Context: an optimization exercise on an open-source flow, tuned for small area, a short achievable clock period and few clock cycles per item. The choices shown serve that exercise and are no tape-out recipe. No functional check of the RTL was part of this run. Power is estimated from default activity; no workload was simulated.

`design/flow/design.v`:
```
package seg_geom_pkg;
    localparam int IMG_W       = 16;
    localparam int IMG_H       = 16;
    localparam int NUM_CH      = 3;
    localparam int NUM_PIX     = IMG_W * IMG_H;
    localparam int NUM_BYTES   = NUM_PIX * NUM_CH;
    localparam int NUM_CLASSES = 4;
    typedef logic [7:0] pix_idx_t;
    typedef logic [1:0] label_t;
    typedef logic [7:0] pixel_t;
endpackage
package seg_ctrl_pkg;
    localparam int MEM_ADDR_W      = 20;
    localparam int WORDS_PER_FRAME = 192;
endpackage
`timescale 1ns/1ns
module frame_ram (
    input  logic       clk,
    input  logic       shift_e,      
    input  logic [1:0] lab_e,
    input  logic       shift_o,      
    input  logic [1:0] lab_o,
    input  logic [7:0] raddr,
    output logic [1:0] rdata
);
    logic [255:0] mem_e, mem_o;
    logic [1:0]   lab [0:255];       
    always_ff @(posedge clk) begin
        if (shift_e) begin
            mem_e <= {lab_e, mem_e[255:2]};
        end
        if (shift_o) begin
            mem_o <= {lab_o, mem_o[255:2]};
        end
    end
    always_comb begin
        for (int j = 0; j < 128; j++) begin
            lab[2*j]   = mem_e[2*j +: 2];
            lab[2*j+1] = mem_o[2*j +: 2];
        end
    end
    logic [7:0] dlo, dmid;
    logic [3:0] dhi;
    logic [1:0] part [0:3];
    logic [1:0] part_n [0:3];
    always_comb begin
        for (int k = 0; k < 8; k++) begin
            dlo[k]  = (raddr[2:0] == 3'(k));
            dmid[k] = (raddr[5:3] == 3'(k));
        end
        for (int j = 0; j < 4; j++) begin
            dhi[j] = (raddr[7:6] == 2'(j));
        end
        for (int j = 0; j < 4; j++) begin
            part[j] = 2'b00;
            for (int i = 0; i < 8; i++) begin
                logic [1:0] g;
                g = 2'b00;
                for (int k = 0; k < 8; k++) begin
                    g = g | ({2{dlo[k]}} & lab[64*j+8*i+k]);
                end
                part[j] = part[j] | ({2{dmid[i]}} & g);
            end
            part[j] = {2{dhi[j]}} & part[j];
        end
    end
    always_ff @(posedge clk) begin
        for (int j = 0; j < 4; j++) begin
            part_n[j] <= ~part[j];
        end
    end
    assign rdata = ~(part_n[0] & part_n[1] & part_n[2] & part_n[3]);
endmodule
`timescale 1ns/1ns
module class_cmp (
    input  logic [7:0] r,
    input  logic [7:0] g,
    input  logic [7:0] b,
    output logic [2:0] mx        
);
    function automatic logic ge8(input logic [7:0] x, input logic [7:0] y);
        logic c;
        c = 1'b1;
        for (int i = 0; i < 8; i++) begin
            c = (x[i] & ~y[i]) | (x[i] & c) | (~y[i] & c);
        end
        ge8 = c;
    endfunction
    logic r_ge_g, r_ge_b, g_ge_b;
    assign r_ge_g = ge8(r, g);
    assign r_ge_b = ge8(r, b);
    assign g_ge_b = ge8(g, b);
    assign mx[0] = r_ge_g && r_ge_b;
    assign mx[1] = !r_ge_g && g_ge_b;
    assign mx[2] = !mx[0] && !mx[1];
endmodule
module class_sort (
    input  logic [7:0] r,
    input  logic [7:0] g,
    input  logic [7:0] b,
    input  logic [2:0] mx,       
    output logic [7:0] m,        
    output logic [7:0] a1,       
    output logic [7:0] b1
);
    assign m  = ({8{mx[0]}} & r) | ({8{mx[1]}} & g) | ({8{mx[2]}} & b);
    assign a1 = ({8{mx[0]}} & g) | ({8{!mx[0]}} & r);
    assign b1 = ({8{mx[2]}} & g) | ({8{!mx[2]}} & b);
endmodule
module class_scorer (
    input  logic [7:0] m,        
    input  logic [7:0] a1,
    input  logic [7:0] b1,
    input  logic [1:0] mx,       
    output logic [1:0] lbl
);
    function automatic logic over(input logic [7:0] x, input logic [7:0] y, input logic [7:0] z);
        logic [10:0] p, q, s, k;
        logic [10:0] cc;
        logic c;
        integer i;
        p = 11'd0;
        q = 11'd0;
        for (i = 0; i < 8; i = i + 1) begin
            p[i]   = x[i] ^ y[i] ^ ~z[i];
            q[i+1] = (x[i] & y[i]) | (x[i] & ~z[i]) | (y[i] & ~z[i]);
        end
        cc = 11'd668;
        s = 11'd0;
        k = 11'd0;
        for (i = 0; i < 10; i = i + 1) begin
            s[i]   = p[i] ^ q[i] ^ cc[i];
            k[i+1] = cc[i] ? (p[i] | q[i]) : (p[i] & q[i]);
        end
        c = 1'b0;
        for (i = 0; i < 10; i = i + 1) begin
            c = (s[i] & k[i]) | (s[i] & c) | (k[i] & c);
        end
        over = c | k[10];
    endfunction
    always_comb begin
        if (over(a1, b1, m)) lbl = 2'd3;
        else if (mx[0])      lbl = 2'd0;
        else if (mx[1])      lbl = 2'd1;
        else                 lbl = 2'd2;
    end
endmodule
`timescale 1ns/1ns
module seg_top (
    input  logic                                clk,
    input  logic                                rst,
    input  logic                                start_process,
    output logic                                processing_done,
    output logic                                mem_req,
    output logic [seg_ctrl_pkg::MEM_ADDR_W-1:0] mem_addr,
    input  logic                                mem_ack,
    input  logic [31:0]                         mem_rdata,
    input  seg_geom_pkg::pix_idx_t              label_addr,
    output seg_geom_pkg::label_t                label,
    output logic [9:0]                          leds
);
    logic        busy;        
    logic        flag;        
    logic [7:0]  waddr;       
    logic [2:0]  wph;         
    logic        got;         
    logic        v1;          
    logic [1:0]  ph1;         
    logic        last1;       
    logic [23:0] pa;          
    logic [23:0] pb;          
    logic [2:0]  xa, xb;      
    logic [15:0] h;           
    assign got = mem_req && mem_ack;
    always_ff @(posedge clk or posedge rst) begin
        if (rst) begin
            busy    <= 1'b0;
            flag    <= 1'b0;
            mem_req <= 1'b0;
            waddr   <= '0;
            wph     <= 3'b001;
            v1      <= 1'b0;
            ph1     <= '0;
            last1   <= 1'b0;
        end else begin
            v1    <= got;
            ph1   <= wph[2:1];
            last1 <= got && (waddr == 8'(seg_ctrl_pkg::WORDS_PER_FRAME - 1));
            if (!busy) begin
                if (start_process) begin
                    busy    <= 1'b1;
                    flag    <= 1'b0;
                    mem_req <= 1'b1;
                    waddr   <= '0;
                    wph     <= 3'b001;
                end
            end else begin
                if (got) begin
                    waddr <= waddr + 1'b1;
                    wph   <= {wph[1:0], wph[2]};
                    if (waddr == 8'(seg_ctrl_pkg::WORDS_PER_FRAME - 1)) begin
                        mem_req <= 1'b0;
                    end
                end
                if (v1 && last1) begin
                    busy <= 1'b0;
                    flag <= 1'b1;
                end
            end
        end
    end
    logic [23:0] na, nb;
    assign na = wph[0] ? mem_rdata[23:0] : {mem_rdata[7:0], h};
    assign nb = wph[1] ? {mem_rdata[15:0], h[15:8]} : mem_rdata[31:8];
    logic [2:0] nxa, nxb;
    class_cmp u_cmp_a (.r(na[7:0]), .g(na[15:8]), .b(na[23:16]), .mx(nxa));
    class_cmp u_cmp_b (.r(nb[7:0]), .g(nb[15:8]), .b(nb[23:16]), .mx(nxb));
    always_ff @(posedge clk) begin
        pa <= na;
        xa <= nxa;
        xb <= nxb;
        pb <= nb;
        if (got) begin
            h <= mem_rdata[31:16];
        end
    end
    logic [7:0] ma, a1a, b1a, mb, a1b, b1b;
    logic [1:0] la, lb;
    class_sort u_sort_a (.r(pa[7:0]), .g(pa[15:8]), .b(pa[23:16]), .mx(xa),
                         .m(ma), .a1(a1a), .b1(b1a));
    class_sort u_sort_b (.r(pb[7:0]), .g(pb[15:8]), .b(pb[23:16]), .mx(xb),
                         .m(mb), .a1(a1b), .b1(b1b));
    class_scorer u_cls_a (.m(ma), .a1(a1a), .b1(b1a), .mx(xa[1:0]), .lbl(la));
    class_scorer u_cls_b (.m(mb), .a1(a1b), .b1(b1b), .mx(xb[1:0]), .lbl(lb));
    frame_ram u_label_ram (
        .clk     (clk),
        .shift_e (v1 && !ph1[0]),
        .lab_e   (la),
        .shift_o (v1 && (ph1 != 2'd0)),
        .lab_o   (lb),
        .raddr   (label_addr),
        .rdata   (label)
    );
    assign processing_done = !busy;
    assign mem_addr        = {12'b0, waddr};
    assign leds            = {7'b0, flag, 1'b0, busy};
endmodule
```
`design/flow/flow/run.sh`:
```
#!/bin/bash
# Layout flow: the standard ORFS flow (standard.sh) with two changes.
#  1. Synthesis is the standard one (synth_recipe.tcl, ORFS synth.tcl) except for the ABC
#     script that maps the combinational logic: flow/abc.script replaces ORFS's
#     abc_speed.script, in a copy of ORFS's scripts folder made here. Registers are
#     mapped exactly as in the standard synthesis.
#  2. The port buffers that global placement inserts are buf_2 cells.
# Each tool's output goes to a log file in this folder; ORFS also keeps its per-step logs
# under orfs/logs/.
set -euo pipefail
work=$(pwd)
rm -rf "$work/scripts_abc"
cp -r "$FLOW_HOME/scripts" "$work/scripts_abc"
cp "$work/flow/abc.script" "$work/scripts_abc/abc_speed.script"
bash standard.sh "SCRIPTS_DIR=$work/scripts_abc" synth > synth.log 2>&1
bash standard.sh "BUFFER_PORTS_ARGS=-buffer_cell sky130_fd_sc_hd__buf_2" finish > layout.log 2>&1
```
`design/flow/flow/abc.script`:
```
&get -n
&st
&dch
&nf -R 20
&put
buffer -c
topo
stime -c
upsize -c
dnsize -c
```
`design/flow/standard.sh`:
```
#!/bin/bash
# synth_recipe.tcl (not shown) runs the flow's synth.tcl, then flattens the netlist and writes it again
# the make line also repeats each setting of config.mk as NAME=value (left out here)
make -C /OpenROAD-flow-scripts/flow DESIGN_CONFIG=/design/flow/config.mk WORK_HOME=/design/flow/orfs CLKGATE_MAP_FILE= SYNTH_SCRIPT=/design/flow/synth_recipe.tcl "${@:-finish}"
```
`design/flow/config.mk`:
```
export PLATFORM = sky130hd
export DESIGN_NAME = seg_top
export DESIGN_NICKNAME = seg_top
export VERILOG_FILES = /design/flow/design.v
export SDC_FILE = /design/flow/constraint.sdc
export NUM_CORES = 4
export LEC_CHECK = 0
export CAP_MARGIN = 20
export CORE_MARGIN = 2
export CORE_UTILIZATION = 60
export CTS_BUF_LIST = sky130_fd_sc_hd__clkbuf_16
export CTS_CLUSTER_DIAMETER = 80
export CTS_CLUSTER_SIZE = 30
export PLACE_DENSITY = 0.8
export SETUP_SLACK_MARGIN = 4.8
export SLEW_MARGIN = 20
export SYNTH_MEMORY_MAX_BITS = 16384
```
`design/flow/constraint.sdc`:
```
create_clock -name core_clock -period 8.0 [get_ports {clk}]
set_input_delay 1.6000 -clock core_clock [delete_from_list [all_inputs] [get_ports {clk}]]
set_output_delay 1.6000 -clock core_clock [all_outputs]
set_load 0.01 [all_outputs]
```
==> out/qor.yml <==
synthCells: 1375
clkTransAtPathRegs_ns: 0.12
drive_above_1_share_pct: 16.6
htreeDepth: 1
synth.ff_latch_count: 608
drtAntennaViolNets: 0
hold_end: "u_label_ram.mem_e[243]$_DFFE_PP_"
critical_path_class: "in -> reg"
path_cells: "buf_8, mux2_4, o22ai_2, o22ai_1, maj3_2, maj3_2, maj3_2, a21oi_2, a21oi_2, mux2_4"
max-slew-margin-rel_pct: 29.0
num_rows: 72
dr.pass1.iters: 12
slew_violations: 0
synth_top_area_cell: "edfxtp_1"
ys_async_sr_fraction_pct: 2.96
hp-start: "u_label_ram.mem_e[245]$_DFFE_PP_"
finalHoldViolCount: 0
hold_path_depth: 0
dr_total_vias: 13600
p_clk_share_pct: 22.6
antenna_found_initial: 2
comb_power_share_pct: 21.7
power.switching_mw: 2.03
gp_congestion: 0.800
drt-total-wl_mm: 53.4
cpMostUsedCell: "maj3_2"
startpoint_type: "input pin"
dieArea_mm2: 0.0403
period_minus_slack_ns: 3.21
coreArea_mm2: 0.0385
crit_required_ns: 8.48
p_sw_share_pct: 28.1
post_drt_wl_per_cell_um: 26.9
cts_tree: "done"
ys_seq_area_share_pct: 75.6
intPower_mw: 5.17
vias_per_cell: 6.86
r2r.worst_path.cells: 10
dp_slack_ns: 3.88
grt_pass1_wl_mm: 74.5
hp-class: "reg -> reg"
final_nets: 1518
clk_path_buf_depth: 3
end_kind: "flip-flop"
grt_usage_pct: 23.6
worstPathArrival_ns: 3.69
tns_ns: 0
crit_fanout: 4
synth_cell_types: 58
slowest_delay_ns: 0.33
syn2layout_area_growth_pct: 11.4
yosysTopAreaCellShare_pct: 68.3
grt_pass1_vias: 13000
tightest_slew_ns: 1.07
r2r_slack_ns: 4.89
cts_sinks: 608
finalSetupViolCount: 0
syn_avg_cell_area_um2: 16.9
outcome: "complete, no violations"
clkLatencyLatePin_ns: 0.59
cts_inserted_buffers: 26
fin_crit_sh_pct: 40.1
final.setup.worst_slack_ns: 4.79
yosysWarnings: 7
rsz0062_at_grt: "true"
reg2reg_to: "xa[2]$_DFF_P_"
finClkSkew_ns: 0.0235
ys.flop_type: "edfxtp_1"
fin_total_pwr_mw: 7.20
portBuffers: 57
grt_max_degree: 181
ios: 78
power.density_mw_per_mm2: 278
synthTopCellsByArea: "edfxtp_1, dfxtp_1, a222oi_1, a22oi_1, mux2i_1"
synth_area_mm2: 0.0232
dieHeight_um: 201
peakVddDrop_mv: 0.261
fmax_mhz: 312
synth_edf_count: 528
dp.cells: 1887
final_cells: 1987
crit_path_top_delay_cell: "maj3_2"
nFillCells: 2487
dp_hpwl_mm: 28.3
drc_errors: 0
root_buffer: "clkbuf_16"
sequentialPowerShare_pct: 55.6
timing.rr.start: "wph[0]$_DFFE_PP1P_"
p_leak_nw: 7.84
die_width_um: 201
drt_iter0_drc: 2472
start_util_pct: 60.4
overflow: 0
drv_cap: 0
worst max path at each step:
| stage | start | endpoint | slack (ns) | cells after the start |
|---|---|---|---|---|
| after floorplan | v1$_DFF_PP0_ | u_label_ram.mem_e[0]$_DFFE_PP_ | 3.38 | 1 |
| after global placement | label_addr[0] | u_label_ram.part_n[1][1]$_DFF_P_ | 4.01 | 10 |
| after detailed placement | label_addr[1] | u_label_ram.part_n[3][0]$_DFF_P_ | 3.88 | 9 |
| after CTS | label_addr[1] | u_label_ram.part_n[3][0]$_DFF_P_ | 4.80 | 9 |
| after global routing | mem_rdata[1] | xa[2]$_DFF_P_ | 4.72 | 10 |
| final | mem_rdata[1] | xa[2]$_DFF_P_ | 4.79 | 10 |
flip-flops by register name, indices dropped and copies added (netlist names):
name and cells:
u_label_ram.mem_e 256, u_label_ram.mem_o 256, pa 24, pb 24, h 16, u_label_ram.part_n 8
waddr 8, wph 3, xa 3, xb 3, ph1 2, busy 1
flag 1, last1 1, mem_req 1, v1 1
metal layers:
metal / GRT usage, % / share of wire, % / vias to the layer above
met2: 40.3 / 50 / 926
met5: 0 / 0 / -
met4: 8.28 / 3.8 / 0
met3: 3.33 / 11 / 119
met1: 31.6 / 36 / 6796
li1: - / - / 5792
critical path: cells and delay by family:
family	cells	cell delay, ns
buffers and inverters	1	0.10
multiplexers	2	0.58
adder cells (fa/ha/maj)	3	0.96
AO/OA/AOI/OAI	4	0.43
cell usage after synthesis, types with 17 or more instances:
library cell and count:
edfxtp_1 528, a222oi_1 123, a22oi_1 72, inv_1 67
clkbuf_1 63, dfxtp_1 62, a31oi_1 48, mux2i_1 48
a21oi_1 29, mux2_2 29, nand2_1 25, nor2_1 25
buf_4 22, o22ai_1 20, dfrtp_1 17
cells in the final DEF, fill, tap and decap left out, types with 5 or more instances in the layout:
| master | synthesis | routed |
|---|---|---|
| a21oi_1 | 29 | 23 |
| nand3_1 | 16 | 16 |
| a31oi_1 | 48 | 48 |
| maj3_1 | 6 | 5 |
| mux2_4 | 3 | 6 |
| dfrtp_1 | 17 | 17 |
| buf_12 | 0 | 8 |
| buf_2 | 1 | 52 |
| dfxtp_1 | 62 | 58 |
| maj3_2 | 7 | 8 |
| or4_1 | 5 | 5 |
| conb_1 | 1 | 20 |
| edfxtp_1 | 528 | 528 |
| nor2_1 | 25 | 24 |
| o221ai_1 | 7 | 6 |
| mux2i_1 | 48 | 42 |
| o22ai_1 | 20 | 19 |
| nand2_1 | 25 | 24 |
| inv_1 | 67 | 76 |
| fa_1 | 14 | 14 |
| clkbuf_16 | 0 | 37 |
| and3_1 | 7 | 6 |
| buf_6 | 3 | 7 |
| buf_4 | 22 | 33 |
| a221oi_1 | 13 | 10 |
| mux2_2 | 29 | 26 |
| buf_8 | 1 | 5 |
| nand4_1 | 5 | 5 |
| a22o_1 | 15 | 15 |
| a21oi_2 | 0 | 6 |
| ha_1 | 13 | 12 |
| a222oi_1 | 123 | 123 |
| buf_16 | 0 | 7 |
| a22oi_1 | 72 | 72 |
| o21ai_1 | 4 | 15 |
stage by stage:
stage	cell area, um^2	hold slack (ns)	utilization, %
6_report	25900	0.430	67.2
3_3_place_gp	24000	0.400	62.4
5_1_grt	25900	0.436	67.2
4_1_cts	25100	0.431	65.2
3_5_place_dp	24000	0.411	62.4
2_1_floorplan	23600	0.374	-
power groups by stage:
stage	combinational, mW	sequential, mW	clock (mW)
global route	1.73	4.03	1.74
CTS	1.37	4.01	1.64
floorplan	1.09	4.01	0
detailed placement	1.34	4.08	0
global placement	1.28	4.06	0
finish	1.56	4.00	1.63
timing repair:
item	CTS	global route
setup endpoints to repair	12	11
endpoints found under the hold margin	0	0
buffers inserted	3	33
hold buffers	0	0
resized for setup	36	60
gates cloned	2	12
pin swaps	3	31
logic make-up (layout without fill, tap and decap cells):
| kind of cell | Yosys count | after routing | share of synthesized area [%] |
|---|---|---|---|
| AND/OR/NAND/NOR | 117 | 118 | 2.60 |
| other | 1 | 22 | 0.0161 |
| flip-flops | 608 | 608 | 75.6 |
| adder cells (fa/ha/maj) | 40 | 40 | 2.51 |
| buffers and inverters | 168 | 240 | 3.22 |
| AO/OA/AOI/OAI | 357 | 357 | 12.3 |
| XOR/XNOR | 3 | 3 | 0.113 |
| multiplexers | 81 | 81 | 3.73 |
final cells by class:
type	instances	area [um^2]	area share, %
Tap cell	518	648	2.51
Timing Repair Buffer	124	1330	5.14
Multi-Input combinational cell	619	5220	20.2
Inverter	68	255	0.987
Antenna cell	2	5.00	0.0193
Clock inverter	21	164	0.634
Clock buffer	27	676	2.61
Sequential cell	608	17600	67.9

## port drivers added, routing unchanged
In the flow no input, the clock included, has a driving cell. The finished layout below was timed again as built, in two steps.
Step 1 assumes that a clkbuf_16 drives the clock port and a buf_2 every other input.
Step 2, shift: input delay + t, output delay - t, t = (earliest + latest rising clock arrival at the registers) / 2. This alone moves slack from input paths to output paths.
a / b / c = ideal ports / drivers / drivers and shift; a / b = the first two.
shift t [ns]: 0.635
setup WS [ns]: 4.790 / 4.807 / 4.171
worst setup path after step 2: input to register
slew at the worst register clock pin (ns): 0.12 / 0.12
After both steps setup and hold are still met in this run. The setup slack of this run moves by +0.017 ns with the drivers and by -0.619 ns with both steps.
